Context: an optimization exercise on an open-source flow, tuned for a short achievable clock period. The choices shown serve that exercise and are no tape-out recipe.
At most, simulation tests tie the RTL to the original design; equivalence was not proved.
Only the layout flow was run in runs 3 and 6; the RTL was not checked for function there.
Power and IR drop assume default switching activity.

**flow/run.sh**
```bash
#!/bin/bash
# synth_recipe.tcl (not shown) runs the flow's synth.tcl, then flattens the netlist and writes it again
# the make line also repeats each setting of config.mk as NAME=value (left out here)
make -C /OpenROAD-flow-scripts/flow DESIGN_CONFIG=/design/flow/config.mk WORK_HOME=/design/flow/orfs CLKGATE_MAP_FILE= SYNTH_SCRIPT=/design/flow/synth_recipe.tcl finish
```
**flow/config.mk**
```make
export PLATFORM = sky130hd
export DESIGN_NAME = aipTop
export DESIGN_NICKNAME = aipTop
export VERILOG_FILES = /design/flow/design.v
export SDC_FILE = /design/flow/constraint.sdc
export NUM_CORES = 4
export LEC_CHECK = 0
export CAP_MARGIN = 20
export CORE_MARGIN = 2
export CORE_UTILIZATION = 40
export SETUP_SLACK_MARGIN = 1.5
export SLEW_MARGIN = 20
export SYNTH_HIERARCHICAL = 1
export SYNTH_MINIMUM_KEEP_SIZE = 0
```
**flow/constraint.sdc**
```tcl
create_clock -name core_clock -period 4.0 [get_ports {clk}]
set_input_delay 0.8000 -clock core_clock [delete_from_list [all_inputs] [get_ports {clk}]]
set_output_delay 0.8000 -clock core_clock [all_outputs]
set_load 0.01 [all_outputs]
```
**flow/design.v**
```verilog
`default_nettype none
package aipPkg;
  localparam int DataWidth   = 32;
  localparam int ConfigWidth = 5;
  localparam int StatusWidth = 8;
  localparam int MemAddrMax  = 16;
  localparam logic [DataWidth-1:0] IpId = 32'h1000500A;
  localparam logic [ConfigWidth-1:0] CfgMemIn0Data = 5'd0;
  localparam logic [ConfigWidth-1:0] CfgMemIn0Addr = 5'd1;
  localparam logic [ConfigWidth-1:0] CfgMemIn1Data = 5'd2;
  localparam logic [ConfigWidth-1:0] CfgMemIn1Addr = 5'd3;
  localparam logic [ConfigWidth-1:0] CfgMemOutData = 5'd4;
  localparam logic [ConfigWidth-1:0] CfgMemOutAddr = 5'd5;
  localparam logic [ConfigWidth-1:0] CfgConfData   = 5'd6;
  localparam logic [ConfigWidth-1:0] CfgConfAddr   = 5'd7;
  localparam logic [ConfigWidth-1:0] CfgStatus     = 5'd30;
  localparam logic [ConfigWidth-1:0] CfgId         = 5'd31;
  typedef struct packed {
    logic [MemAddrMax-1:0] rdAddrMemIn0;
    logic [MemAddrMax-1:0] rdAddrMemIn1;
    logic [DataWidth-1:0]  wrDataMemOut;
    logic [MemAddrMax-1:0] wrAddrMemOut;
    logic                  wrEnMemOut;
    logic                  busy;
    logic                  done;       
    logic [4:0]            padding;
  } coreReq_t;
  typedef struct packed {
    logic [DataWidth-1:0] rdDataMemIn0;
    logic [DataWidth-1:0] rdDataMemIn1;
    logic [DataWidth-1:0] confReg;
    logic                 start;
  } coreResp_t;
  typedef struct packed {
    logic [DataWidth-3*StatusWidth-1:0] zero;
    logic [StatusWidth-1:0]             mask;
    logic [StatusWidth-1:0]             pending;
    logic [StatusWidth-1:0]             coreStatus;   
  } statusRd_t;
  typedef struct packed {
    logic [DataWidth-3*StatusWidth-1:0] unusedHi;
    logic [StatusWidth-1:0]             newMask;
    logic [StatusWidth-1:0]             clearPending;   
    logic [StatusWidth-1:0]             unusedLo;
  } statusWr_t;
  typedef union packed {
    statusRd_t rd;
    statusWr_t wr;
  } statusWord_u;
endpackage
`default_nettype wire
`default_nettype none
module aipDec8 (
  input  logic [2:0] addr_i,
  output logic [7:0] sel_o
);
  always_comb begin
    for (int w = 0; w < 8; w++) sel_o[w] = (addr_i == 3'(w));
  end
endmodule
module aipRdDec (
  input  logic [4:0] code_i,
  output logic       memOut_o,
  output logic       status_o,
  output logic       id_o
);
  assign memOut_o = (code_i == 5'd4);
  assign status_o = (code_i == 5'd30);
  assign id_o     = (code_i == 5'd31);
endmodule
`default_nettype wire
`default_nettype none
import aipPkg::*;
module aipTop (
  input  logic                           clk,
  input  logic                           rst,
  input  logic                           en_i,
  input  logic [aipPkg::ConfigWidth-1:0] configAIP_i,
  input  logic [aipPkg::DataWidth-1:0]   dataInAIP_i,
  input  logic                           readAIP_i,
  input  logic                           writeAIP_i,
  input  logic                           startAIP_i,
  input  aipPkg::coreReq_t               coreReq_i,
  output logic [aipPkg::DataWidth-1:0]   dataOutAIP_o,
  output logic                           intAIP_o,
  output aipPkg::coreResp_t              coreResp_o
);
  logic in0Write, in0Load, in1Write, in1Load, outRead, outLoad, confWrite, statusWrite;
  assign in0Write    = writeAIP_i && (configAIP_i == CfgMemIn0Data);
  assign in0Load     = writeAIP_i && (configAIP_i == CfgMemIn0Addr);
  assign in1Write    = writeAIP_i && (configAIP_i == CfgMemIn1Data);
  assign in1Load     = writeAIP_i && (configAIP_i == CfgMemIn1Addr);
  assign outRead     = readAIP_i  && (configAIP_i == CfgMemOutData);
  assign outLoad     = writeAIP_i && (configAIP_i == CfgMemOutAddr);
  assign confWrite   = writeAIP_i && (configAIP_i == CfgConfData);
  assign statusWrite = writeAIP_i && (configAIP_i == CfgStatus);
  logic [2:0]  wrPtr0, wrPtr1;
  logic [15:0] rdPtrOH;     
  logic [15:0] rdPtrLdOH;   
  logic [15:0] rdPtrIncOH;
  assign rdPtrIncOH = {rdPtrOH[14:0], rdPtrOH[15]};
  always_comb begin
    for (int w = 0; w < 16; w++) rdPtrLdOH[w] = (dataInAIP_i[3:0] == 4'(w));
  end
  always_ff @(posedge clk or negedge rst) begin
    if (!rst) begin
      wrPtr0   <= '0;
      wrPtr1   <= '0;
      rdPtrOH  <= 16'h0001;
    end else if (en_i) begin
      if (in0Load)       wrPtr0 <= dataInAIP_i[2:0];
      else if (in0Write) wrPtr0 <= wrPtr0 + 3'd1;
      if (in1Load)       wrPtr1 <= dataInAIP_i[2:0];
      else if (in1Write) wrPtr1 <= wrPtr1 + 3'd1;
      if (outLoad)       rdPtrOH <= rdPtrLdOH;
      else if (outRead)  rdPtrOH <= rdPtrIncOH;
    end
  end
  logic [7:0][DataWidth-1:0]  memIn0;
  logic [7:0][DataWidth-1:0]  memIn1;
  logic [15:0][DataWidth-1:0] memOut;
  for (genvar w = 0; w < 8; w++) begin : g_memIn
    always_ff @(posedge clk) begin
      if (in0Write && wrPtr0 == 3'(w)) memIn0[w] <= dataInAIP_i;
      if (in1Write && wrPtr1 == 3'(w)) memIn1[w] <= dataInAIP_i;
    end
  end
  logic [15:0] wrOutOH;   
  always_comb begin
    for (int w = 0; w < 16; w++)
      wrOutOH[w] = coreReq_i.wrEnMemOut && (coreReq_i.wrAddrMemOut[3:0] == 4'(w));
  end
  for (genvar w = 0; w < 16; w++) begin : g_memOut
    always_ff @(posedge clk) begin
      if (wrOutOH[w]) memOut[w] <= coreReq_i.wrDataMemOut;
    end
  end
  logic [3:0][7:0] rdSel0, rdSel1;
  for (genvar l = 0; l < 4; l++) begin : g_rdLane
    aipDec8 rdDec0 (.addr_i(coreReq_i.rdAddrMemIn0[2:0]), .sel_o(rdSel0[l]));
    aipDec8 rdDec1 (.addr_i(coreReq_i.rdAddrMemIn1[2:0]), .sel_o(rdSel1[l]));
  end
  always_comb begin
    coreResp_o.rdDataMemIn0 = '0;
    coreResp_o.rdDataMemIn1 = '0;
    for (int b = 0; b < DataWidth; b++) begin
      for (int w = 0; w < 8; w++) begin
        coreResp_o.rdDataMemIn0[b] |= rdSel0[b/8][w] & memIn0[w][b];
        coreResp_o.rdDataMemIn1[b] |= rdSel1[b/8][w] & memIn1[w][b];
      end
    end
  end
  logic                 hitHold, hitInc, hitLd, hitZero;
  logic [DataWidth-1:0] rdHold, rdInc, rdLd;
  logic [DataWidth-1:0] candHold, candInc, candLd, candZero, memOutRd;
  assign hitHold = |(wrOutOH & rdPtrOH);
  assign hitInc  = |(wrOutOH & rdPtrIncOH);
  assign hitLd   = |(wrOutOH & rdPtrLdOH);
  assign hitZero = wrOutOH[0];
  always_comb begin
    rdHold = '0;
    rdInc  = '0;
    rdLd   = '0;
    for (int w = 0; w < 16; w++) begin
      rdHold |= {DataWidth{rdPtrOH[w]}}    & memOut[w];
      rdInc  |= {DataWidth{rdPtrIncOH[w]}} & memOut[w];
      rdLd   |= {DataWidth{rdPtrLdOH[w]}}  & memOut[w];
    end
  end
  assign candHold = hitHold ? coreReq_i.wrDataMemOut : rdHold;
  assign candInc  = hitInc  ? coreReq_i.wrDataMemOut : rdInc;
  assign candLd   = hitLd   ? coreReq_i.wrDataMemOut : rdLd;
  assign candZero = hitZero ? coreReq_i.wrDataMemOut : memOut[0];
  always_ff @(posedge clk) begin
    if (!rst)                   memOutRd <= candZero;
    else if (en_i && outLoad)   memOutRd <= candLd;
    else if (en_i && outRead)   memOutRd <= candInc;
    else                        memOutRd <= candHold;
  end
  logic [DataWidth-1:0] confReg;
  always_ff @(posedge clk or negedge rst) begin
    if (!rst)           confReg <= '0;
    else if (confWrite) confReg <= dataInAIP_i;
  end
  assign coreResp_o.confReg = confReg;
  assign coreResp_o.start   = startAIP_i;
  logic [StatusWidth-1:0] pending, pendingNext, mask, maskNext;
  logic                   intReg;
  assign pendingNext = (pending & ~(statusWrite ? dataInAIP_i[15:8] : 8'h00))
                     | {6'b0, coreReq_i.done, 1'b0};
  assign maskNext    = statusWrite ? dataInAIP_i[23:16] : mask;
  always_ff @(posedge clk or negedge rst) begin
    if (!rst) begin
      pending <= '0;
      mask    <= '0;
      intReg  <= 1'b0;
    end else begin
      pending <= pendingNext;
      mask    <= maskNext;
      intReg  <= |(pendingNext & maskNext);
    end
  end
  assign intAIP_o = intReg;
  logic [DataWidth-1:0] statusWord;
  logic [3:0] rdMemOut, rdStatus, rdId;
  for (genvar l = 0; l < 4; l++) begin : g_hostLane
    aipRdDec rdDec (.code_i(configAIP_i), .memOut_o(rdMemOut[l]), .status_o(rdStatus[l]),
                    .id_o(rdId[l]));
  end
  assign statusWord = {8'h00, mask, pending, 7'h00, coreReq_i.busy};
  always_comb begin
    for (int b = 0; b < DataWidth; b++)
      dataOutAIP_o[b] = (rdMemOut[b/8] & memOutRd[b]) | (rdStatus[b/8] & statusWord[b])
                      | (rdId[b/8] & IpId[b]);
  end
endmodule
`default_nettype wire
```
==> results.json, run 1 <==
{
  "post_drt_wl_per_cell_um": 34.5,
  "ioPinCount": 261,
  "ir_worst_vdd_uv": 438,
  "antenna_found_initial": 14,
  "antenna_left": 0,
  "synthToLayoutAreaGrowth_pct": 26.9,
  "vias": 37000,
  "syn_area_sq_mm": 0.0482,
  "via_per_inst": 6.90,
  "totalNegativeSetupSlack_ps": 0,
  "clock_latency_ps": 720,
  "critPathKind": "input port to output port",
  "max_freq_mhz": 339,
  "r2r_start": "rdPtrOH[10]",
  "maxSlewViolCount": 0,
  "num_rows": 127,
  "cp-end-kind": "output port",
  "multiInputGateArea_sq_mm": 0.0159,
  "hold_viol": 0,
  "cp_data_arrival_time_ps": 2150,
  "fin_crit_ps": 2950,
  "cts-root-buf": "clkbuf_16",
  "core_area_sq_mm": 0.120,
  "powerDensity_mw_per_mm2": 503,
  "synth_warnings": 10,
  "critPathMaxStageDelay_ps": 260,
  "cts.sinks": 1127,
  "fin_nets": 3786,
  "p_leak_nw": 20.7,
  "skew_ps": 17.9,
  "drive_above_1_share": 0.292,
  "synth.avg_cell_area_sq_um": 14.9,
  "cp_max_fo": 8,
  "cts_buffers": 115,
  "htree_num_levels": 3,
  "cp_cell_sequence": "buf_12 -> buf_12 -> nor3b_4 -> buf_6 -> buf_6 -> a22oi_2 -> nand4_1 -> buf_2",
  "fin_crit_sh": 0.737,
  "synthCells": 3236,
  "worstPathRequired_ps": 3200,
  "seq_area_sq_mm": 0.0329,
  "place.gp.congestion": 0.882,
  "cts_tree": "yes",
  "syn_nets": 3379,
  "wl_um": 185000,
  "placed_area_sq_mm": 0.0539,
  "max-cap-violations": 0,
  "placed_cells": 4973,
  "clk_pin_slew_ps": 60,
  "stdcell_area_sq_mm": 0.0612,
  "route.detailed.drc": 0,
  "port_buffers": 215,
  "die_w_um": 351,
  "rsz0062_at_grt": "yes",
  "grt_pass1_wl_um": 258000,
  "slew_headroom": 0.354,
  "critical-path-slowest-cell": "nand4_1",
  "grt_pass1_vias": 35700,
  "drt_iter0_drc": 5673,
  "worstMarginPinSlew_ps": 969,
  "grt_max_degree": 67,
  "finalPower_mw": 30.8,
  "final_util": 0.511,
  "fillers": 9884,
  "initial_utilization": 0.403,
  "startpoint": "coreReq_i[74]",
  "clock_tree.buffer_depth": 3,
  "fp.dieArea_sq_mm": 0.123,
  "critPathLaunchType": "input port",
  "die_h_um": 351,
  "grt_usage": 0.290,
  "dp_hpwl_um": 94500,
  "overflow": 0,
  "firstDrtPassIters": 9,
  "setup_violations": 0,
  "outcome": "timing/DRC/antenna clean",
  "final_cells": 5360,
  "worstHoldPathType": "input port to async pin"
}
==> worst paths after layout <==
path | to | slack (ps) | cells after the start
max | coreResp_o[87] | 1050 | 8
min | wrPtr1[2] | 30 | 1
max reg2reg | memOutRd[8] | 1460 | 8
min reg2reg | confReg[0] | 500 | 1
max in group asynchronous | confReg[27] | 3120 | 2
min in group core_clock | memIn1[0] | 450 | 1
==> what timing repair did <==
item                                    CTS  global route
buffers inserted                        113            28
gates cloned                             21             3
hold buffers                              0             0
gates resized for setup                 791           169
pin swaps                               135           100
endpoints found under the setup margin  723           274
==> cell usage in the layout, fill, tap and decap left out, drive strengths merged, types with 45 or more instances in the layout <==
cell / n
edfxtp: 992
buf: 478
a22oi: 460
a22o: 299
a221oi: 293
clkbuf: 150
nand4: 136
mux2: 105
clkdlybuf4s50: 89
dfrtp: 70
dfxtp: 64
and3: 51
nor2: 45
==> sequential cells by signal, summed over array words and instances (netlist names) <==
register	cells
memOutRd	32
rdPtrOH	16
intReg	1
wrPtr0	3
confReg	32
memIn1	256
memIn0	256
memOut	512
mask	8
wrPtr1	3
pending	8
==> cell type report <==
type | instances | share of cell area
Tap cell | 1612 | 0.0329
Inverter | 14 | 0.000920
Multi-Input combinational cell | 1803 | 0.260
Antenna cell | 5 | 0.000204
Clock buffer | 146 | 0.0497
Sequential cell | 1127 | 0.537
Timing Repair Buffer | 582 | 0.105
Clock inverter | 71 | 0.0140
==> critical path, delay by kind of cell <==
family / cells / cell delay, ps
simple gates: 2 / 420
compound gates: 1 / 170
buf+inv: 5 / 760
==> stage by stage <==
stage,setup WS [ps],hold slack (ps)
after detailed placement,148,495
after global placement,172,489
after floorplan,1030,470
after global routing,1060,28.5
final,1050,25.8
after CTS,1050,20.2
==> per-layer routing <==
layer,up-vias,share of wire,track usage
li1,14800,-,-
met1,18300,0.37,0.380
met2,3126,0.44,0.442
met3,786,0.14,0.0839
met4,12,0.055,0.138
met5,-,0.00035,0
==> power by group <==
group | total (mW) | internal, mW | switching (mW)
Clock | 11.1 | 6.45 | 4.68
Combinational | 5.92 | 2.23 | 3.69
Sequential | 13.7 | 13.2 | 0.482
==> run 2, diff against run 1 <==
--- a/flow/config.mk
+++ b/flow/config.mk
@@ -7,7 +7,7 @@
 export LEC_CHECK = 0
 export CAP_MARGIN = 20
 export CORE_MARGIN = 2
-export CORE_UTILIZATION = 40
+export CORE_UTILIZATION = 65
 export SETUP_SLACK_MARGIN = 1.5
 export SLEW_MARGIN = 20
 export SYNTH_HIERARCHICAL = 1
==> run 2 against run 1 <==
Effect of this change:
- clock skew is 17 ps higher
- clock-buffer cell count down 8
- non-clock buffer count grew 44
- still clean on timing, DRC and antenna
- synthesized cell count is the same
- via count up 8.7%
- critical path depth unchanged
==> results.json, run 2 <==
{
  "layout_commonest_cell": "edfxtp_1",
  "place.gp.congestion": 0.969,
  "powerDensity_mw_per_mm2": 499,
  "grt_usage": 0.479,
  "finalPower_mw": 30.5,
  "synth_warnings": 10,
  "htree_num_levels": 3,
  "synthToLayoutAreaGrowth_pct": 26.7,
  "grt_pass1_vias": 39100,
  "dp_hpwl_um": 87600,
  "reg2regPathDepth": 9,
  "antenna_found_initial": 14,
  "port_buffers": 215,
  "p_leak_nw": 20.9,
  "placed_cells": 4298,
  "max_freq_mhz": 325,
  "core_area_sq_mm": 0.0732,
  "antenna_left": 0,
  "r2r_start": "rdPtrOH[13]",
  "fp.dieArea_sq_mm": 0.0764,
  "fin_nets": 3829,
  "layout_common_cells": "992 x edfxtp_1, 292 x a22o_1, 283 x a22oi_1",
  "wl_met2_um": 86300,
  "rrSetupSlack_ps": 1460,
  "setup_violations": 0,
  "crit_end": "coreResp_o[82]",
  "max-cap-violations": 0,
  "maxSlewViolCount": 0,
  "clock_latency_ps": 700,
  "totalNegativeSetupSlack_ps": 0,
  "cts_buffers": 106,
  "num_rows": 99,
  "ir_worst_vdd_uv": 451,
  "startpoint": "coreReq_i[73]",
  "hold_viol": 0,
  "final_cells": 4746,
  "worstPathRequired_ps": 3200,
  "die_h_um": 276,
  "clock_tree.buffer_depth": 3,
  "ioPinCount": 261,
  "skew_ps": 35.3,
  "overflow": 0,
  "cts_tree": "yes",
  "grt_max_degree": 67,
  "largest_reg_flops": 512,
  "fin_crit_sh": 0.768,
  "drive_above_1_share": 0.314,
  "cp_max_fo": 8,
  "worstHoldPathType": "input port to async pin",
  "r2r-end": "memOutRd[8]",
  "firstDrtPassIters": 13,
  "grt_pass1_wl_um": 266000,
  "worstMarginPinSlew_ps": 1230,
  "slew_headroom": 0.180,
  "route.detailed.drc": 0,
  "clk_pin_slew_ps": 70,
  "syn_area_sq_mm": 0.0482,
  "fillers": 3281,
  "via_per_inst": 8.48,
  "critPathLaunchType": "input port",
  "maxUsedRoutingLayer": "met5",
  "timing.hold.ws_ps": 166,
  "cp_data_arrival_time_ps": 2270,
  "initial_utilization": 0.659,
  "cp-end-kind": "output port",
  "drt_iter0_drc": 7780,
  "rsz0062_at_grt": "yes",
  "syn_nets": 3379,
  "critPathKind": "input port to output port",
  "synthCells": 3236,
  "outcome": "timing/DRC/antenna clean",
  "wl_um": 198000,
  "fin_crit_ps": 3070,
  "cts.sinks": 1127,
  "vias": 40200,
  "dr_wl_met3_um": 32000,
  "synth.avg_cell_area_sq_um": 14.9,
  "top_regs": "memOut (512), memIn0 (256), memIn1 (256)",
  "post_drt_wl_per_cell_um": 41.7,
  "die_w_um": 276,
  "regMostFlops": "memOut",
  "wl_met1_um": 58600,
  "final_util": 0.835,
  "cts-root-buf": "clkbuf_16"
}
[run 2: power breakdown]
group          switching, mW  internal, mW
sequential             0.559          13.2
clock                   4.65          5.92
combinational           3.83          2.34
total                   9.04          21.5
[run 2: what timing repair did]
item / CTS / global route
setup endpoints to repair: 689 / 343
buffers inserted: 137 / 64
pin swaps: 175 / 121
endpoints found under the hold margin: 0 / 0
hold buffers: 0 / 0
gates resized for setup: 894 / 165
gates cloned: 34 / 4
[run 2: routing by layer]
metal  vias to the layer above  global-route usage
li1                      14900                   -
met1                     18900               0.570
met2                      4793               0.729
met3                      1670               0.162
met4                        14               0.354
met5                         -             0.00125
[run 2: final cells by class]
| type | instances | area (sq um) | area share |
|---|---|---|---|
| well taps | 959 | 1200 | 0.0196 |
| inverters | 14 | 56.3 | 0.000921 |
| repair buffers | 626 | 7080 | 0.116 |
| flip-flops and latches | 1127 | 32900 | 0.538 |
| clock inverters | 63 | 614 | 0.0100 |
| clock buffers | 138 | 2980 | 0.0487 |
| multi-input cells | 1811 | 16300 | 0.267 |
| diodes | 8 | 20.0 | 0.000327 |
[run 2: worst min path at each step]
| stage | startpoint | to | slack, ps | depth (start not counted) |
|---|---|---|---|---|
| final | rst | confReg[22] | 170 | 1 |
| after global routing | rst | confReg[22] | 150 | 1 |
| after CTS | rst | confReg[22] | 110 | 1 |
| after detailed placement | confReg[16] | confReg[16] | 490 | 1 |
| after global placement | pending[1] | pending[1] | 490 | 1 |
| after floorplan | pending[1] | pending[1] | 470 | 1 |
[run 2: worst max-delay path, cell delays in order]
cell,delay [ps]
buf_12,130
buf_16,140
buf_4,140
nor3b_2,260
buf_6,210
a22oi_1,130
nand4_1,260
buf_2,200
[run 2: stage by stage]
stage	setup WS, ps	instance area (sq um)
6_report	926	61100
5_1_grt	949	61100
4_1_cts	1150	59700
3_5_place_dp	183	52800
3_3_place_gp	215	52800
2_1_floorplan	1030	48600
==> run 3, diff against run 2 <==
--- a/flow/design.v
+++ b/flow/design.v
@@ -135,8 +135,8 @@
       if (wrOutOH[w]) memOut[w] <= coreReq_i.wrDataMemOut;
     end
   end
-  logic [3:0][7:0] rdSel0, rdSel1;
-  for (genvar l = 0; l < 4; l++) begin : g_rdLane
+  logic [15:0][7:0] rdSel0, rdSel1;
+  for (genvar l = 0; l < 16; l++) begin : g_rdLane
     aipDec8 rdDec0 (.addr_i(coreReq_i.rdAddrMemIn0[2:0]), .sel_o(rdSel0[l]));
     aipDec8 rdDec1 (.addr_i(coreReq_i.rdAddrMemIn1[2:0]), .sel_o(rdSel1[l]));
   end
@@ -145,8 +145,8 @@
     coreResp_o.rdDataMemIn1 = '0;
     for (int b = 0; b < DataWidth; b++) begin
       for (int w = 0; w < 8; w++) begin
-        coreResp_o.rdDataMemIn0[b] |= rdSel0[b/8][w] & memIn0[w][b];
-        coreResp_o.rdDataMemIn1[b] |= rdSel1[b/8][w] & memIn1[w][b];
+        coreResp_o.rdDataMemIn0[b] |= rdSel0[b/2][w] & memIn0[w][b];
+        coreResp_o.rdDataMemIn1[b] |= rdSel1[b/2][w] & memIn1[w][b];
       end
     end
   end
@@ -202,16 +202,16 @@
   end
   assign intAIP_o = intReg;
   logic [DataWidth-1:0] statusWord;
-  logic [3:0] rdMemOut, rdStatus, rdId;
-  for (genvar l = 0; l < 4; l++) begin : g_hostLane
+  logic [31:0] rdMemOut, rdStatus, rdId;
+  for (genvar l = 0; l < 32; l++) begin : g_hostLane
     aipRdDec rdDec (.code_i(configAIP_i), .memOut_o(rdMemOut[l]), .status_o(rdStatus[l]),
                     .id_o(rdId[l]));
   end
   assign statusWord = {8'h00, mask, pending, 7'h00, coreReq_i.busy};
   always_comb begin
     for (int b = 0; b < DataWidth; b++)
-      dataOutAIP_o[b] = (rdMemOut[b/8] & memOutRd[b]) | (rdStatus[b/8] & statusWord[b])
-                      | (rdId[b/8] & IpId[b]);
+      dataOutAIP_o[b] = (rdMemOut[b] & memOutRd[b]) | (rdStatus[b] & statusWord[b])
+                      | (rdId[b] & IpId[b]);
   end
 endmodule
 `default_nettype wire
--- a/flow/config.mk
+++ b/flow/config.mk
@@ -7,7 +7,7 @@
 export LEC_CHECK = 0
 export CAP_MARGIN = 20
 export CORE_MARGIN = 2
-export CORE_UTILIZATION = 65
+export CORE_UTILIZATION = 40
 export SETUP_SLACK_MARGIN = 1.5
 export SLEW_MARGIN = 20
 export SYNTH_HIERARCHICAL = 1
==> run 3 against run 2 <==
Effect of this change:
- still clean on timing, DRC and antenna
- flip-flop and latch count stayed put
- die area rose by 70%
- via count up 1.4%
- first-iteration DRC count fell by 14%
- clock skew rose by 23 ps
- wire length grew 3.2%
- hold slack better by 300 ps
- power decreased by 10%
- register-to-register slack about the same
- cell count up 21%
- synthesized cell count rose by 8.0%
==> results.json, run 3 <==
{
  "wl_met1_um": 72500,
  "slew_headroom": 0.354,
  "antenna_left": 0,
  "cts_tree": "yes",
  "place_ws_ps": 295,
  "timing.hold.ws_ps": 464,
  "fillers": 9966,
  "port_buffers": 215,
  "seq_area_sq_mm": 0.0329,
  "place.gp.congestion": 0.910,
  "worstPathRequired_ps": 3200,
  "fin_ws_ps": 1240,
  "cp_cell_sequence": "buf_16 -> buf_12 -> and3b_2 -> a22oi_2 -> nand4_1 -> buf_2",
  "drt_iter0_drc": 6707,
  "rrSetupSlack_ps": 1460,
  "route.detailed.drc": 0,
  "critPathLaunchType": "input port",
  "worstMarginPinSlew_ps": 956,
  "top_regs": "memOut (512), memIn0 (256), memIn1 (256)",
  "reg2regPathDepth": 8,
  "hold_viol": 0,
  "worstHoldPathType": "input port to flop",
  "clock_tree.buffer_depth": 3,
  "firstDrtPassIters": 9,
  "antenna_found_initial": 22,
  "fp.dieArea_sq_mm": 0.130,
  "clock_latency_ps": 750,
  "die_w_um": 360,
  "via_per_inst": 7.08,
  "outcome": "timing/DRC/antenna clean",
  "totalNegativeSetupSlack_ps": 0,
  "final_cells": 5763,
  "worstHoldStart": "dataInAIP_i[3]",
  "syn_nets": 3639,
  "overflow": 0,
  "stdcell_area_sq_mm": 0.0669,
  "initial_utilization": 0.404,
  "p_leak_nw": 22.3,
  "synthToLayoutAreaGrowth_pct": 31.8,
  "cp-end-kind": "output port",
  "fin_crit_ps": 2760,
  "cp_max_fo": 5,
  "r2r_start": "rdPtrOH[3]",
  "regMostFlops": "memOut",
  "layout_common_cells": "992 x edfxtp_1, 329 x a22o_1, 317 x a221oi_1",
  "fin_crit_sh": 0.690,
  "num_rows": 130,
  "cts-root-buf": "clkbuf_16",
  "critPathKind": "input port to output port",
  "grt_pass1_wl_um": 282000,
  "powerDensity_mw_per_mm2": 409,
  "largest_reg_flops": 512,
  "fin_nets": 4148,
  "clk_pin_slew_ps": 60,
  "dr_wl_met3_um": 25700,
  "ioPinCount": 261,
  "htree_num_levels": 3,
  "multiInputGateArea_sq_mm": 0.0193,
  "ir_worst_vdd_uv": 380,
  "vias": 40800,
  "synth_warnings": 10,
  "grt_pass1_vias": 39200,
  "startpoint": "coreReq_i[58]",
  "synthCells": 3496,
  "cts.sinks": 1127,
  "synth.avg_cell_area_sq_um": 14.5,
  "grt_max_degree": 68,
  "wl_met2_um": 91800,
  "critical-path-slowest-cell": "nand4_1",
  "wl_um": 204000,
  "crit_end": "coreResp_o[41]",
  "finalPower_mw": 27.4,
  "max_freq_mhz": 362,
  "drive_above_1_share": 0.333,
  "rsz0062_at_grt": "yes",
  "post_drt_wl_per_cell_um": 35.4,
  "max-cap-violations": 0,
  "maxUsedRoutingLayer": "met5",
  "grt_usage": 0.296,
  "core_area_sq_mm": 0.126,
  "final_util": 0.532,
  "placed_area_sq_mm": 0.0564,
  "skew_ps": 58.0,
  "critPathMaxStageDelay_ps": 260,
  "dp_hpwl_um": 99300,
  "syn_area_sq_mm": 0.0508,
  "r2r-end": "memOutRd[16]",
  "maxSlewViolCount": 0,
  "cp_data_arrival_time_ps": 1960,
  "setup_violations": 0,
  "cts_buffers": 116,
  "placed_cells": 5303,
  "die_h_um": 360,
  "layout_commonest_cell": "edfxtp_1"
}
[run 3: cell types whose count changed in the layout (fill, tap and decap cells not counted), sizes merged, moves of 35 or more]
| cell | previous run | this run |
|---|---|---|
| and3b | 24 | 97 |
| nor3b | 26 | 98 |
| a22oi | 460 | 389 |
| o211ai | 0 | 65 |
| and3 | 55 | 112 |
| nand4 | 136 | 183 |
| a21oi | 43 | 8 |
[run 3: final cells by class]
type                       instances  area share
timing repair buffer             627       0.127
sequential                      1127       0.492
inverter                          16    0.000898
tap                             1650      0.0309
multi-input combinational       2117       0.289
clock buffer                     145      0.0472
antenna                            6    0.000224
clock inverter                    75      0.0125
[run 3: critical path: cells and delay by family]
kind | cells | cell delay, ps
AO/OA/AOI/OAI | 1 | 150
buffers and inverters | 3 | 500
AND/OR/NAND/NOR | 2 | 490
[run 3: worst min-delay path by stage]
stage / slack, ps / depth (start not counted) / end
after global routing: 450 / 1 / memIn1[227]
after global placement: 490 / 1 / confReg[23]
after floorplan: 470 / 1 / pending[1]
after CTS: 420 / 1 / memIn1[99]
final: 460 / 1 / memIn1[99]
after detailed placement: 490 / 1 / confReg[22]
[run 3: per-layer routing]
layer / track usage / vias up
met5: 0 / -
met4: 0.162 / 22
met3: 0.0794 / 1017
met2: 0.460 / 3309
met1: 0.375 / 20200
li1: - / 16300
[run 3: repair_timing]
item	4_1_cts	5_1_grt
pin swaps	164	150
hold buffers	1	0
gates cloned	63	25
setup buffers	84	61
gates resized for setup	898	211
hold endpoints to repair	5	0
setup endpoints to repair	132	127
[run 3: power by group]
group	internal (mW)	leakage, nW	switching [mW]
clock network	6.37	1.95	4.82
logic	1.29	10.0	1.48
registers	13.1	10.4	0.293
total	20.8	22.3	6.60
==> run 4, diff against run 3 <==
--- a/flow/design.v
+++ b/flow/design.v
@@ -202,16 +202,16 @@
   end
   assign intAIP_o = intReg;
   logic [DataWidth-1:0] statusWord;
-  logic [31:0] rdMemOut, rdStatus, rdId;
-  for (genvar l = 0; l < 32; l++) begin : g_hostLane
+  logic [15:0] rdMemOut, rdStatus, rdId;
+  for (genvar l = 0; l < 16; l++) begin : g_hostLane
     aipRdDec rdDec (.code_i(configAIP_i), .memOut_o(rdMemOut[l]), .status_o(rdStatus[l]),
                     .id_o(rdId[l]));
   end
   assign statusWord = {8'h00, mask, pending, 7'h00, coreReq_i.busy};
   always_comb begin
     for (int b = 0; b < DataWidth; b++)
-      dataOutAIP_o[b] = (rdMemOut[b] & memOutRd[b]) | (rdStatus[b] & statusWord[b])
-                      | (rdId[b] & IpId[b]);
+      dataOutAIP_o[b] = (rdMemOut[b/2] & memOutRd[b]) | (rdStatus[b/2] & statusWord[b])
+                      | (rdId[b/2] & IpId[b]);
   end
 endmodule
 `default_nettype wire
==> run 4 against run 3 <==
Effect of this change:
- wire length shrank 5.0%
- synthesized cell count shrank 2.1%
- utilization shrank 0.69 points
- die area shrank 1.8%
- maximum frequency grew 1.0%
- power grew 14%
- largest cell class unchanged
==> results.json, run 4 <==
{
  "p_leak_nw": 22.1,
  "fin_crit_ps": 2730,
  "syn_nets": 3564,
  "initial_utilization": 0.403,
  "fin_crit_sh": 0.683,
  "regMostFlops": "memOut",
  "grt_max_degree": 63,
  "antenna_found_initial": 14,
  "ir_worst_vdd_uv": 350,
  "timing.hold.ws_ps": 80.8,
  "layout_common_cells": "992 x edfxtp_1, 343 x a22oi_1, 272 x a22o_1",
  "htree_num_levels": 3,
  "core_area_sq_mm": 0.124,
  "critical-path-slowest-cell": "nor3b_4",
  "via_per_inst": 6.95,
  "top_regs": "memOut (512), memIn0 (256), memIn1 (256)",
  "placed_cells": 5231,
  "vias": 39200,
  "critPathLaunchType": "input port",
  "ctsHoldBuffers": 0,
  "synthToLayoutAreaGrowth_pct": 30.3,
  "setup_violations": 0,
  "ioPinCount": 261,
  "worstMarginPinSlew_ps": 974,
  "num_rows": 129,
  "cp_cell_sequence": "buf_16 -> buf_12 -> buf_12 -> buf_6 -> nor3b_4 -> a22oi_2 -> nand4_1 -> buf_2",
  "clock_tree.buffer_depth": 3,
  "totalNegativeSetupSlack_ps": 0,
  "die_h_um": 357,
  "max-cap-violations": 0,
  "critPathKind": "input port to output port",
  "antenna_left": 0,
  "cts_buffers": 116,
  "largest_reg_flops": 512,
  "powerDensity_mw_per_mm2": 481,
  "grt_usage": 0.288,
  "post_drt_wl_per_cell_um": 34.4,
  "final_cells": 5635,
  "syn_area_sq_mm": 0.0498,
  "cts-root-buf": "clkbuf_16",
  "route.detailed.drc": 0,
  "slew_headroom": 0.350,
  "clock_latency_ps": 750,
  "port_buffers": 215,
  "cts_tree": "yes",
  "place.gp.congestion": 0.893,
  "cp-end-kind": "output port",
  "crit_family": "buffers and inverters",
  "fp.dieArea_sq_mm": 0.127,
  "critPathBufInv": 5,
  "worstPathRequired_ps": 3200,
  "layout_commonest_cell": "edfxtp_1",
  "cpMostUsedCell": "buf_12",
  "worstHoldPathType": "input port to async pin",
  "synthCells": 3421,
  "grt_pass1_vias": 38300,
  "hold_viol": 0,
  "cp_data_arrival_time_ps": 1930,
  "firstDrtPassIters": 9,
  "cp_max_fo": 7,
  "skew_ps": 35.4,
  "rsz0062_at_grt": "yes",
  "maxSlewViolCount": 0,
  "outcome": "timing/DRC/antenna clean",
  "dp_hpwl_um": 97600,
  "drive_above_1_share": 0.331,
  "drt_iter0_drc": 6621,
  "critPathMaxStageDelay_ps": 250,
  "fin_nets": 4035,
  "grt_pass1_wl_um": 268000,
  "synth.avg_cell_area_sq_um": 14.6,
  "wl_um": 194000,
  "overflow": 0,
  "cts.sinks": 1127,
  "synth_warnings": 10,
  "clk_pin_slew_ps": 60,
  "max_freq_mhz": 366,
  "die_w_um": 357
}
run 4: cell types whose count changed in the layout (fill, tap and decap cells not counted), sizes merged, moves of 40 or more:
cell / delta
a221oi: -58
a22o: -58
a22oi: +120
a31oi: +60
buf: -45
nand4: -40
o211ai: -65
run 4: layout make-up:
class,count,area (sq um)
Antenna cell,4,10.0
Clock buffer,140,3040
Clock inverter,80,936
Fill cell,9898,58700
Inverter,16,60.1
Multi-Input combinational cell,2051,18600
Sequential cell,1127,32900
Tap cell,1637,2050
Timing Repair Buffer,580,7300
run 4: per-stage QoR:
stage | total power, mW | cell area [sq um] | worst slack, ps | util
after global routing | 32.0 | 64900 | 1220 | 0.525
after floorplan | 16.7 | 50000 | 998 | -
after CTS | 30.7 | 62700 | 1250 | 0.507
final | 31.3 | 64900 | 1270 | 0.525
after global placement | 19.1 | 55400 | 108 | 0.448
after detailed placement | 19.1 | 55400 | 109 | 0.448
run 4: path summary, 6_finish.rpt:
kind	to	start	cells past startpoint	slack [ps]
max	coreResp_o[96]	coreReq_i[74]	8	1270
min	confReg[25]	rst	1	80
max reg2reg	memOutRd[1]	rdPtrOH[0]	9	1470
min reg2reg	confReg[15]	confReg[15]	1	500
max in group asynchronous	rdPtrOH[9]	rst	2	2790
min in group core_clock	memIn1[129]	dataInAIP_i[1]	1	420
run 4: metal layers:
layer | global-route usage | wire [um]
met5 | 0 | 83
met4 | 0.151 | 12700
met3 | 0.0821 | 24400
met2 | 0.448 | 87200
met1 | 0.366 | 69600
run 4: power by group:
part / switching (mW) / total, mW / internal (mW)
logic: 3.67 / 6.09 / 2.42
clock network: 4.79 / 11.3 / 6.55
registers: 0.588 / 13.8 / 13.2
run 4: timing repair:
item	CTS	global route
endpoints found under the setup margin	199	128
buffers inserted	61	49
resized for setup	894	233
gates cloned	43	27
hold endpoints to repair	0	0
pin swaps	153	192
==> run 5, diff against run 4 <==
--- a/flow/config.mk
+++ b/flow/config.mk
@@ -7,7 +7,7 @@
 export LEC_CHECK = 0
 export CAP_MARGIN = 20
 export CORE_MARGIN = 2
-export CORE_UTILIZATION = 40
+export CORE_UTILIZATION = 50
 export SETUP_SLACK_MARGIN = 1.5
 export SLEW_MARGIN = 20
 export SYNTH_HIERARCHICAL = 1
==> run 5 against run 4 <==
Effect of this change:
- first-iteration DRC count down 2.2%
- hold slack gained 71 ps
- worst setup slack lost 69 ps
- combinational power increased by 9.2%
- clock skew fell by 1.3 ps
- critical path type unchanged
==> results.json, run 5 <==
{
  "p_leak_nw": 22.5,
  "setup_violations": 0,
  "ioPinCount": 261,
  "cp_max_fo": 6,
  "placed_area_sq_mm": 0.0548,
  "critical-path-slowest-cell": "and3b_2",
  "worstHoldPathType": "input port to async pin",
  "slew_headroom": 0.157,
  "clock_tree.buffer_depth": 3,
  "layout_common_cells": "992 x edfxtp_1, 351 x a22oi_1, 274 x a22o_1",
  "drive_above_1_share": 0.338,
  "worstPathRequired_ps": 3200,
  "top_regs": "memOut (512), memIn0 (256), memIn1 (256)",
  "wl_um": 204000,
  "grt_use_met2": 0.599,
  "num_rows": 115,
  "critPathBufInv": 4,
  "use_met3": 0.0990,
  "fp.dieArea_sq_mm": 0.102,
  "critPathLaunchType": "input port",
  "cpMostUsedCell": "buf_16",
  "dp_hpwl_um": 94900,
  "max_freq_mhz": 357,
  "totalNegativeSetupSlack_ps": 0,
  "maxSlewViolCount": 0,
  "multiInputGateArea_sq_mm": 0.0188,
  "post_drt_wl_per_cell_um": 38.4,
  "grt_use_met1": 0.478,
  "route.detailed.drc": 0,
  "startpoint": "coreReq_i[57]",
  "critPathMaxStageDelay_ps": 220,
  "port_buffers": 215,
  "fin_crit_sh": 0.700,
  "rsz0062_at_grt": "yes",
  "initial_utilization": 0.505,
  "overflow": 0,
  "fin_crit_ps": 2800,
  "core_area_sq_mm": 0.0986,
  "antenna_found_initial": 16,
  "place.gp.congestion": 0.939,
  "regMostFlops": "memOut",
  "crit_family": "buffers and inverters",
  "reg2regPathDepth": 8,
  "path_depth": 7,
  "syn_area_sq_mm": 0.0498,
  "fillers": 6616,
  "antenna_left": 0,
  "cp-end-kind": "output port",
  "drt_iter0_drc": 6477,
  "synth_warnings": 10,
  "ir_worst_vdd_uv": 475,
  "cts-root-buf": "clkbuf_16",
  "worstMarginPinSlew_ps": 1260,
  "die_w_um": 320,
  "fin_nets": 4058,
  "outcome": "timing/DRC/antenna clean",
  "hold_viol": 0,
  "cts.sinks": 1127,
  "synth.avg_cell_area_sq_um": 14.6,
  "synthToLayoutAreaGrowth_pct": 31.0,
  "powerDensity_mw_per_mm2": 487,
  "die_h_um": 320,
  "seq_area_sq_mm": 0.0329,
  "via_per_inst": 7.62,
  "skew_ps": 34.1,
  "clk_pin_slew_ps": 70,
  "layout_commonest_cell": "edfxtp_1",
  "syn_nets": 3564,
  "max-cap-violations": 0,
  "firstDrtPassIters": 7,
  "timing.hold.ws_ps": 152,
  "stdcell_area_sq_mm": 0.0653,
  "cts_tree": "yes",
  "grt_usage": 0.381,
  "r2r_start": "rdPtrOH[14]",
  "synthCells": 3421,
  "grt_pass1_vias": 39700,
  "grt.busiest_layer": "met2",
  "cp_data_arrival_time_ps": 2000,
  "grt_pass1_wl_um": 282000,
  "largest_reg_flops": 512,
  "htree_num_levels": 3,
  "cp_cell_sequence": "buf_16 -> buf_16 -> buf_6 -> and3b_2 -> a22oi_2 -> nand4_1 -> buf_2",
  "clock_latency_ps": 730,
  "cts_buffers": 112,
  "vias": 40400,
  "grt_max_degree": 65,
  "critPathKind": "input port to output port"
}
[run 5: final cells by class]
class / count / share of cell area
antenna: 6 / 0.000230
tap: 1287 / 0.0247
inverter: 16 / 0.000920
clock buffer: 141 / 0.0470
clock inverter: 72 / 0.0147
multi-input combinational: 2051 / 0.288
sequential: 1127 / 0.504
timing repair buffer: 607 / 0.121
[run 5: repair_timing]
item | CTS | global route
hold buffers | 0 | 0
hold endpoints to repair | 0 | 0
gates cloned | 69 | 12
setup endpoints to repair | 268 | 139
setup buffers | 93 | 58
gates resized for setup | 958 | 225
pin swaps | 172 | 187
[run 5: through the flow]
step | power (mW) | utilization | instances | setup slack [ps]
4_1_cts | 31.0 | 0.643 | 5231 | 1230
6_report | 31.8 | 0.662 | 5307 | 1200
5_1_grt | 32.4 | 0.662 | 5305 | 1170
3_3_place_gp | 19.0 | 0.556 | 4856 | 286
2_1_floorplan | 16.7 | - | 3421 | 998
3_5_place_dp | 19.1 | 0.556 | 4856 | 239
[run 5: per-layer routing]
layer	share of wire	wire length [um]
met2	0.45	91700
met3	0.12	25000
met1	0.35	70800
met5	0.00048	98
met4	0.079	16100
[run 5: final timing paths]
path                       slack [ps]             end
max reg2reg                      1430    memOutRd[30]
min reg2reg                       500      confReg[1]
max in group asynchronous        2780     rdPtrOH[10]
max                              1200  coreResp_o[57]
min in group core_clock           460     memIn1[161]
min                               150     confReg[27]
[run 5: power breakdown]
part	switching (mW)	internal (mW)	leakage, nW	total [mW]
registers	0.459	13.2	10.4	13.7
logic	4.10	2.55	10.1	6.65
clock network	4.61	6.81	1.96	11.4
==> run 6, diff against run 5 <==
--- a/flow/design.v
+++ b/flow/design.v
@@ -135,8 +135,8 @@
       if (wrOutOH[w]) memOut[w] <= coreReq_i.wrDataMemOut;
     end
   end
-  logic [15:0][7:0] rdSel0, rdSel1;
-  for (genvar l = 0; l < 16; l++) begin : g_rdLane
+  logic [7:0][7:0] rdSel0, rdSel1;
+  for (genvar l = 0; l < 8; l++) begin : g_rdLane
     aipDec8 rdDec0 (.addr_i(coreReq_i.rdAddrMemIn0[2:0]), .sel_o(rdSel0[l]));
     aipDec8 rdDec1 (.addr_i(coreReq_i.rdAddrMemIn1[2:0]), .sel_o(rdSel1[l]));
   end
@@ -145,8 +145,8 @@
     coreResp_o.rdDataMemIn1 = '0;
     for (int b = 0; b < DataWidth; b++) begin
       for (int w = 0; w < 8; w++) begin
-        coreResp_o.rdDataMemIn0[b] |= rdSel0[b/2][w] & memIn0[w][b];
-        coreResp_o.rdDataMemIn1[b] |= rdSel1[b/2][w] & memIn1[w][b];
+        coreResp_o.rdDataMemIn0[b] |= rdSel0[b/4][w] & memIn0[w][b];
+        coreResp_o.rdDataMemIn1[b] |= rdSel1[b/4][w] & memIn1[w][b];
       end
     end
   end
@@ -202,16 +202,16 @@
   end
   assign intAIP_o = intReg;
   logic [DataWidth-1:0] statusWord;
-  logic [15:0] rdMemOut, rdStatus, rdId;
-  for (genvar l = 0; l < 16; l++) begin : g_hostLane
+  logic [7:0] rdMemOut, rdStatus, rdId;
+  for (genvar l = 0; l < 8; l++) begin : g_hostLane
     aipRdDec rdDec (.code_i(configAIP_i), .memOut_o(rdMemOut[l]), .status_o(rdStatus[l]),
                     .id_o(rdId[l]));
   end
   assign statusWord = {8'h00, mask, pending, 7'h00, coreReq_i.busy};
   always_comb begin
     for (int b = 0; b < DataWidth; b++)
-      dataOutAIP_o[b] = (rdMemOut[b/2] & memOutRd[b]) | (rdStatus[b/2] & statusWord[b])
-                      | (rdId[b/2] & IpId[b]);
+      dataOutAIP_o[b] = (rdMemOut[b/4] & memOutRd[b]) | (rdStatus[b/4] & statusWord[b])
+                      | (rdId[b/4] & IpId[b]);
   end
 endmodule
 `default_nettype wire
--- a/flow/config.mk
+++ b/flow/config.mk
@@ -7,7 +7,7 @@
 export LEC_CHECK = 0
 export CAP_MARGIN = 20
 export CORE_MARGIN = 2
-export CORE_UTILIZATION = 50
+export CORE_UTILIZATION = 40
 export SETUP_SLACK_MARGIN = 1.5
 export SLEW_MARGIN = 20
 export SYNTH_HIERARCHICAL = 1
==> run 6 against run 5 <==
Effect of this change:
- cell count grew 4.3%
- maximum frequency shrank 2.8%
- die area grew 23%
- final area shrank 2.6%
- synthesized area shrank 1.3%
- sequential power is essentially flat
- global-route usage shrank 8.4 points
- critical path depth grew 1
- combinational power shrank 64%
- utilization shrank 14 points
==> results.json, run 6 <==
{
  "worstMarginPinSlew_ps": 938,
  "overflow": 0,
  "p_seq_frac": 0.491,
  "holdPathEnd": "memIn1[64]",
  "clock_tree.buffer_depth": 3,
  "setup_violations": 0,
  "route.detailed.drc": 0,
  "clk_pin_slew_ps": 60,
  "worstPathRequired_ps": 3200,
  "wl_um": 195000,
  "final_cells": 5534,
  "dp_hpwl_um": 97700,
  "die_w_um": 355,
  "vias": 38700,
  "place.gp.congestion": 0.905,
  "outcome": "timing/DRC/antenna clean",
  "stdcell_area_sq_mm": 0.0636,
  "initial_utilization": 0.404,
  "cts.sinks": 1127,
  "ir_worst_vdd_uv": 409,
  "crit_family": "buffers and inverters",
  "cts_tree": "yes",
  "synthToLayoutAreaGrowth_pct": 29.2,
  "powerDensity_mw_per_mm2": 430,
  "worstHoldStart": "dataInAIP_i[0]",
  "cts_buffers": 115,
  "grt_pass1_wl_um": 272000,
  "ioPinCount": 261,
  "cp_data_arrival_time_ps": 2080,
  "synth_warnings": 10,
  "maxSlewViolCount": 0,
  "syn_nets": 3455,
  "worstHoldPathType": "input port to flop",
  "cts-root-buf": "clkbuf_16",
  "via_per_inst": 7.00,
  "synthCells": 3312,
  "wl_met2_um": 85300,
  "critical-path-slowest-cell": "nor3_4",
  "antenna_left": 0,
  "final_util": 0.522,
  "hold_viol": 0,
  "placed_cells": 5095,
  "rrSetupSlack_ps": 1510,
  "largest_reg_flops": 512,
  "rsz0062_at_grt": "yes",
  "grt_pass1_vias": 37400,
  "clock_latency_ps": 740,
  "maxUsedRoutingLayer": "met5",
  "max-cap-violations": 0,
  "die_h_um": 355,
  "critPathBufInv": 5,
  "drt_iter0_drc": 6448,
  "p_leak_nw": 21.6,
  "p_switching_mw": 6.40,
  "drive_above_1_share": 0.304,
  "max_freq_mhz": 347,
  "grt_usage": 0.298,
  "clock_power_share": 0.423,
  "cp_max_fo": 8,
  "fin_ws_ps": 1120,
  "comb_power_share": 0.087,
  "r2r_start": "rdPtrOH[1]",
  "antenna_found_initial": 19,
  "layout_common_cells": "992 x edfxtp_1, 345 x a22o_1, 336 x a221oi_1",
  "reg2regPathDepth": 7,
  "regMostFlops": "memOut",
  "layout_commonest_cell": "edfxtp_1",
  "slew_headroom": 0.374,
  "swShare": 0.234,
  "num_rows": 128,
  "dr_wl_met3_um": 26600,
  "fin_crit_ps": 2880,
  "cpMostUsedCell": "buf_16",
  "totalNegativeSetupSlack_ps": 0,
  "core_area_sq_mm": 0.122,
  "critPathMaxStageDelay_ps": 270,
  "cp-end-kind": "output port",
  "placed_area_sq_mm": 0.0547,
  "skew_ps": 31.3,
  "firstDrtPassIters": 9,
  "internal-power_mw": 20.9,
  "synth.avg_cell_area_sq_um": 14.9,
  "place_ws_ps": 64.7,
  "port_buffers": 215,
  "critPathKind": "input port to output port",
  "top_regs": "memOut (512), memIn0 (256), memIn1 (256)",
  "fin_nets": 3943,
  "fin_crit_sh": 0.721,
  "r2r-end": "memOutRd[14]",
  "critPathLaunchType": "input port",
  "syn_area_sq_mm": 0.0492,
  "fp.dieArea_sq_mm": 0.126,
  "post_drt_wl_per_cell_um": 35.3,
  "min_path_cells": 1,
  "cp_cell_sequence": "buf_16 -> buf_16 -> buf_12 -> nor3_4 -> buf_4 -> a22oi_2 -> nand4_1 -> buf_2",
  "wl_met1_um": 70800,
  "htree_num_levels": 3,
  "grt_max_degree": 57
}
==> run 6: worst max path at each step <==
| stage | startpoint | endpoint | slack, ps | depth (start not counted) |
|---|---|---|---|---|
| floorplan | coreReq_i[10] | memOut[288] | 1260 | 5 |
| global placement | configAIP_i[3] | dataOutAIP_o[20] | 80 | 5 |
| detailed placement | configAIP_i[3] | dataOutAIP_o[20] | 60 | 5 |
| CTS | coreReq_i[57] | coreResp_o[47] | 1150 | 7 |
| global route | coreReq_i[72] | coreResp_o[90] | 1080 | 8 |
| finish | coreReq_i[58] | coreResp_o[39] | 1120 | 8 |
==> run 6: cell type report <==
cell class	count	area, sq um
Inverter	17	63.8
Clock inverter	77	1050
Fill cell	9781	58300
Antenna cell	9	22.5
Tap cell	1625	2030
Multi-Input combinational cell	1931	17300
Clock buffer	140	3040
Timing Repair Buffer	608	7170
Sequential cell	1127	32900
==> run 6: through the flow <==
step	total power, mW	hold slack, ps
floorplan	14.4	470
detailed placement	15.6	481
global route	28.1	435
global placement	15.5	473
finish	27.3	452
CTS	27.3	449
==> run 6: layer usage <==
metal	GRT usage	vias to the layer above
li1	-	15400
met4	0.161	22
met5	0	-
met1	0.389	19100
met2	0.443	3283
met3	0.0912	916
==> run 6: repair_timing <==
action / 4_1_cts / 5_1_grt
endpoints found under the hold margin: 8 / 0
gates cloned: 37 / 6
endpoints found under the setup margin: 447 / 127
hold buffers: 1 / 0
gates resized for setup: 845 / 134
setup buffers: 126 / 43
pin swaps: 142 / 120
==> run 6: power by group through the flow <==
stage	clock network, mW	registers, mW	logic [mW]
after floorplan	0	13.6	0.840
after global placement	0	13.7	1.89
final	11.6	13.4	2.37
after global routing	12.2	13.4	2.48
after CTS	11.7	13.4	2.24
after detailed placement	0	13.7	1.90

## separate check: timing with driven ports
In the flow no input, the clock included, has a driving cell. The finished layouts below were timed again as built, in two steps.
Step 1 assumes that a clkbuf_16 drives the clock port and a buf_2 every other input.
Step 2 moves the port delays by t, midway between the first and last clock arrival at a register: inputs arrive t later, outputs are due t later. That takes back most of the time a late clock gives input paths.
a / b / c = ideal ports / drivers / drivers and shift; a / b = the first two.
| run | shift t [ns] | slack for setup (ns) | slew at the worst register clock pin (ns) | worst data-port slew with drivers (ns) | cell pins on the clock port's net |
|---|---|---|---|---|---|
| run 1 | 0.796 | 1.051 / 0.995 / 0.694 | 0.07 / 0.07 | 0.16 | 1 |
| run 2 | 0.747 | 0.926 / 0.847 / 0.611 | 0.08 / 0.08 | 0.17 | 1 |
| run 3 | 0.789 | 1.240 / 0.810 / 0.633 | 0.07 / 0.07 | 0.51 | 1 |
| run 4 | 0.791 | 1.268 / 0.797 / 0.638 | 0.07 / 0.07 | 0.61 | 1 |
| run 5 | 0.793 | 1.199 / 0.782 / 0.632 | 0.07 / 0.07 | 0.60 | 1 |
| run 6 | 0.802 | 1.117 / 0.949 / 0.689 | 0.07 / 0.07 | 0.24 | 1 |
After both steps setup and hold are still met in every run listed. The setup slack of run 4, which loses most, moves by -0.471 ns with the drivers and by -0.630 ns with both steps.
